What follows belongs to an exercise in optimizing a design on an open flow for small area; a production flow would make more cautious choices. The RTL was checked by simulation tests, not by an equivalence proof against the original design. No activity file was given, so power comes from the tool's default toggle rates.

==> flow/design.v <==
`timescale 1ns/100ps
`default_nettype none
module dcache_oai22 (input logic a1, a2, b1, b2, output logic y);
    assign y = ~((a1 | a2) & (b1 | b2));
endmodule
module dcache_aoi222 (input logic a1, a2, b1, b2, c1, c2, output logic y);
    assign y = ~((a1 & a2) | (b1 & b2) | (c1 & c2));
endmodule
module dcache_or4 (input logic a, b, c, d, output logic y);
    assign y = a | b | c | d;
endmodule
module dcache_nand4 (input logic a, b, c, d, output logic y);
    assign y = ~(a & b & c & d);
endmodule
module dcache_nand3 (input logic a, b, c, output logic y);
    assign y = ~(a & b & c);
endmodule
module dcache_sel8n (
    input  logic [7:0] seln,
    input  logic [7:0] d,
    output logic       yn
);
    logic [3:0] p;
    for (genvar j = 0; j < 4; j++) begin : g_p
        dcache_oai22 u (.a1(seln[2*j]), .a2(d[2*j]), .b1(seln[2*j+1]), .b2(d[2*j+1]), .y(p[j]));
    end
    dcache_or4 u_y (.a(p[0]), .b(p[1]), .c(p[2]), .d(p[3]), .y(yn));
endmodule
module dcache_sel33 (
    input  logic [32:0] sel,
    input  logic [32:0] d,
    output logic        y
);
    logic [10:0] p;
    logic [2:0]  q;
    for (genvar j = 0; j < 11; j++) begin : g_p
        dcache_aoi222 u (.a1(sel[3*j]), .a2(d[3*j]), .b1(sel[3*j+1]), .b2(d[3*j+1]),
                         .c1(sel[3*j+2]), .c2(d[3*j+2]), .y(p[j]));
    end
    dcache_nand4 u_q0 (.a(p[0]), .b(p[1]), .c(p[2]), .d(p[3]), .y(q[0]));
    dcache_nand4 u_q1 (.a(p[4]), .b(p[5]), .c(p[6]), .d(p[7]), .y(q[1]));
    dcache_nand3 u_q2 (.a(p[8]), .b(p[9]), .c(p[10]), .y(q[2]));
    assign y = |q;
endmodule
module dcache_dec8n (
    input  logic [2:0] s,
    output logic [7:0] yn
);
    always_comb begin
        for (int i = 0; i < 8; i++) yn[i] = (s != i);
    end
endmodule
module dcache_anyhit (
    input  logic [3:0] valid,
    input  logic [3:0] eq,
    output logic       hit
);
    assign hit = |(valid & eq);
endmodule
`default_nettype wire
`timescale 1ns/100ps
`default_nettype none
module mips_dcache (
    input  logic                      clk,
    input  logic                      rst,
    input  logic                      read_en,
    input  logic                      write_en,
    input  logic                      data_valid,
    input  logic [32-1:0] addr,
    input  logic [32-1:0] writedata,
    input  logic [32-1:0] data_in,
    input  logic [4-1:0]  byte_en,
    output logic [32-1:0] readdata,
    output logic                      stall
);
    logic [3:0]  st   [8];
    logic [26:0] tagm [32];              
    logic [31:0] datm [32];
    logic [31:0] rreg;
    logic [2:0]  s;
    logic [26:0] t;
    logic [7:0]  sd;                     
    logic [3:0]  cur;
    logic        full;
    logic [3:0]  valid;
    logic [26:0] tag_rdn [4];            
    logic [3:0]  eq;                     
    logic [3:0]  match;
    logic        hit;
    logic        fill;
    logic [1:0]  victim;
    logic [1:0]  hit_idx;
    logic [1:0]  tw;                     
    logic [31:0] wdata;
    logic [3:0]  st_next;
    assign s = addr[4:2];
    assign t = addr[31:5];
    always_comb begin
        for (int i = 0; i < 8; i++) sd[i] = (s == i);
    end
    always_comb begin
        cur = '0;
        for (int i = 0; i < 8; i++) cur = cur | ({4{sd[i]}} & st[i]);
    end
    assign full     = cur[3];
    assign valid[0] = full | cur[2] | cur[1];
    assign valid[1] = full | cur[2];
    assign valid[2] = full | (cur[2] & cur[1]);
    assign valid[3] = full;
    for (genvar w = 0; w < 4; w++) begin : g_tag
        logic [7:0] sdn_w;
        dcache_dec8n u_dec (.s(s), .yn(sdn_w));
        for (genvar b = 0; b < 27; b++) begin : g_bit
            logic [7:0] col;
            for (genvar i = 0; i < 8; i++) begin : g_set
                assign col[i] = tagm[i*4+w][b];
            end
            dcache_sel8n u_sel (.seln(sdn_w), .d(col), .yn(tag_rdn[w][b]));
        end
        assign eq[w]    = (tag_rdn[w] == ~t);
        assign match[w] = valid[w] & eq[w];
    end
    assign hit     = |match;
    logic hit_st;
    dcache_anyhit u_hit_st (.valid(valid), .eq(eq), .hit(hit_st));
    assign stall   = ~hit_st & (read_en | (write_en & ~(&byte_en)));
    assign fill    = (read_en | write_en) & ~hit & (data_valid | (write_en & (&byte_en)));
    assign victim  = full ? (cur[2] ? {1'b1, cur[1]} : {1'b0, cur[0]}) : cur[2:1];
    assign hit_idx = {match[3] | match[2], match[3] | match[1]};
    assign tw      = fill ? victim : hit_idx;
    logic [3:0] fill_w;
    logic [3:0] wr_hit_w;
    always_comb begin
        for (int w = 0; w < 4; w++) begin
            fill_w[w]   = fill & (victim == w);
            wr_hit_w[w] = write_en & match[w];
        end
    end
    assign st_next[3]   = full | (fill & cur[2] & cur[1]);
    assign st_next[2:1] = full ? {~tw[1], tw[1] ? ~tw[0] : cur[1]} : (cur[2:1] + {1'b0, fill});
    assign st_next[0]   = tw[1] ? cur[0] : ~tw[0];
    always_ff @(posedge clk) begin
        for (int i = 0; i < 8; i++) begin
            if (rst) st[i] <= '0;
            else if (sd[i] & (fill | ((read_en | write_en) & hit))) st[i] <= st_next;
        end
    end
    always_comb begin
        for (int b = 0; b < 4; b++) begin
            wdata[b*8 +: 8] = (write_en & byte_en[b]) ? writedata[b*8 +: 8] : data_in[b*8 +: 8];
        end
    end
    always_ff @(posedge clk) begin
        for (int i = 0; i < 8; i++) begin
            for (int w = 0; w < 4; w++) begin
                if (sd[i] & fill_w[w]) tagm[i*4+w] <= t;
                for (int b = 0; b < 4; b++) begin
                    if (sd[i] & (fill_w[w] | (wr_hit_w[w] & byte_en[b])))
                        datm[i*4+w][b*8 +: 8] <= wdata[b*8 +: 8];
                end
            end
        end
    end
    logic [31:0] word_sel;
    always_comb begin
        for (int i = 0; i < 8; i++)
            for (int w = 0; w < 4; w++) word_sel[i*4+w] = sd[i] & match[w];
    end
    logic fill_dv;
    logic [31:0] r_in;
    assign fill_dv = fill & data_valid;
    for (genvar b = 0; b < 32; b++) begin : g_rd
        logic [32:0] col;
        for (genvar k = 0; k < 32; k++) begin : g_word
            assign col[k] = datm[k][b];
        end
        assign col[32] = data_in[b];
        dcache_sel33 u_sel (.sel({fill_dv, word_sel}), .d(col), .y(r_in[b]));
    end
    always_ff @(posedge clk) begin
        if (rst) rreg <= '0;
        else if (fill_dv | (read_en & hit)) rreg <= r_in;
    end
    assign readdata = data_valid ? data_in : rreg;
endmodule
`default_nettype wire
export LEC_CHECK = 0
export CAP_MARGIN = 20
export CORE_MARGIN = 2
export CORE_UTILIZATION = 65
export PLACE_DENSITY = 0.75
export SETUP_SLACK_MARGIN = 0.1
export SLEW_MARGIN = 20
export SYNTH_HIERARCHICAL = 1
export SYNTH_MINIMUM_KEEP_SIZE = 0
create_clock -name core_clock -period 7.0 [get_ports {clk}]
standard.sh (not shown) runs the stock make flow with config.mk's settings and CLKGATE_MAP_FILE= SYNTH_SCRIPT=/design/flow/synth_recipe.tcl, a recipe that flattens the netlist after the stock synthesis.
==> flow/flow/run.sh <==
#!/bin/bash
# The standard flow (standard.sh: the standard flow's own synthesis and ORFS steps) with two
# settings passed to ORFS:
#  - the port buffers are buf_1 cells rather than the delay cells buffer_ports
#    picks by default (each port still gets its own buffer);
#  - clock tree: clkbuf_8 cells, sink clusters of at most 18 flip-flops within
#    50 um, and no dummy loads.
# The whole run's output goes to run.log; ORFS writes each step's log under
# orfs/logs/.
set -euo pipefail
bash standard.sh \
  "BUFFER_PORTS_ARGS=-buffer_cell sky130_fd_sc_hd__buf_1" \
  "CTS_ARGS=-sink_clustering_enable -repair_clock_nets -dont_use_dummy_load -buf_list sky130_fd_sc_hd__clkbuf_8 -sink_clustering_size 18 -sink_clustering_max_diameter 50" \
  finish > run.log 2>&1
The baseline ran to the end with no violations.
Next try:
--- a/flow/design.v
+++ b/flow/design.v
@@ -43,12 +43,4 @@
     assign y = |q;
 endmodule
-module dcache_dec8n (
-    input  logic [2:0] s,
-    output logic [7:0] yn
-);
-    always_comb begin
-        for (int i = 0; i < 8; i++) yn[i] = (s != i);
-    end
-endmodule
 module dcache_anyhit (
     input  logic [3:0] valid,
@@ -92,4 +84,7 @@
     logic [1:0]  hit_idx;
     logic [1:0]  tw;                     
+    logic [3:0]  tw_oh;
+    logic        wr_any;
+    logic [3:0]  byte_wr;
     logic [31:0] wdata;
     logic [3:0]  st_next;
@@ -108,7 +103,7 @@
     assign valid[2] = full | (cur[2] & cur[1]);
     assign valid[3] = full;
+    logic [7:0] sdn;
+    assign sdn = ~sd;
     for (genvar w = 0; w < 4; w++) begin : g_tag
-        logic [7:0] sdn_w;
-        dcache_dec8n u_dec (.s(s), .yn(sdn_w));
         for (genvar b = 0; b < 27; b++) begin : g_bit
             logic [7:0] col;
@@ -116,5 +111,5 @@
                 assign col[i] = tagm[i*4+w][b];
             end
-            dcache_sel8n u_sel (.seln(sdn_w), .d(col), .yn(tag_rdn[w][b]));
+            dcache_sel8n u_sel (.seln(sdn), .d(col), .yn(tag_rdn[w][b]));
         end
         assign eq[w]    = (tag_rdn[w] == ~t);
@@ -129,11 +124,6 @@
     assign hit_idx = {match[3] | match[2], match[3] | match[1]};
     assign tw      = fill ? victim : hit_idx;
-    logic [3:0] fill_w;
-    logic [3:0] wr_hit_w;
     always_comb begin
-        for (int w = 0; w < 4; w++) begin
-            fill_w[w]   = fill & (victim == w);
-            wr_hit_w[w] = write_en & match[w];
-        end
+        for (int w = 0; w < 4; w++) tw_oh[w] = (tw == w);
     end
     assign st_next[3]   = full | (fill & cur[2] & cur[1]);
@@ -146,6 +136,8 @@
         end
     end
+    assign wr_any = fill | (write_en & hit);
     always_comb begin
         for (int b = 0; b < 4; b++) begin
+            byte_wr[b]      = fill | byte_en[b];
             wdata[b*8 +: 8] = (write_en & byte_en[b]) ? writedata[b*8 +: 8] : data_in[b*8 +: 8];
         end
@@ -154,7 +146,7 @@
         for (int i = 0; i < 8; i++) begin
             for (int w = 0; w < 4; w++) begin
-                if (sd[i] & fill_w[w]) tagm[i*4+w] <= t;
+                if (fill & sd[i] & tw_oh[w]) tagm[i*4+w] <= t;
                 for (int b = 0; b < 4; b++) begin
-                    if (sd[i] & (fill_w[w] | (wr_hit_w[w] & byte_en[b])))
+                    if (wr_any & sd[i] & tw_oh[w] & byte_wr[b])
                         datm[i*4+w][b*8 +: 8] <= wdata[b*8 +: 8];
                 end
Clock-buffer cell count is lower by 4.
Total power is lower by 0.30%.
Global-route usage is higher by 0.26 points.
Routed wire length is higher by 0.56%.
Worst hold slack improves by 0.028 ns.
First-iteration DRC count is lower by 4.1%.
Worst setup slack degrades by 0.21 ns.
Register-to-register slack degrades by 0.27 ns.
Core utilization is higher by 0.99 points.
Design area is higher by 1.5%.
Sequential cell count does not change.
Critical path depth is higher by 2.

[static timing again, ports no longer ideal]
The results above use ideal ports. As a check the final layouts listed here were re-extracted and re-timed, cells and wires unchanged. Step 1 sets driving cells, clkbuf_16 on the clock port and buf_2 on the other inputs (assumed; they add their load-dependent delay and slew). Step 2 also shifts input and output timing later by t, the mid clock arrival at the registers, as if the neighbouring blocks saw the same clock. Three values: ideal ports, drivers, drivers and shift; two values: the first two.
| run | shift t [ns] | slack for setup (ns) | cell pins on the clock port's net |
|---|---|---|---|
| the first run | 0.907 | 0.481 / 0.414 / 0.118 | 1 |
| the second run | 0.923 | 0.271 / 0.187 / -0.215 | 1 |
With both steps, setup timing fails in the second run, where it was met with ideal ports. For the second run, which loses most, drivers alone change the setup slack by -0.084 ns; drivers and shift together by -0.486 ns.
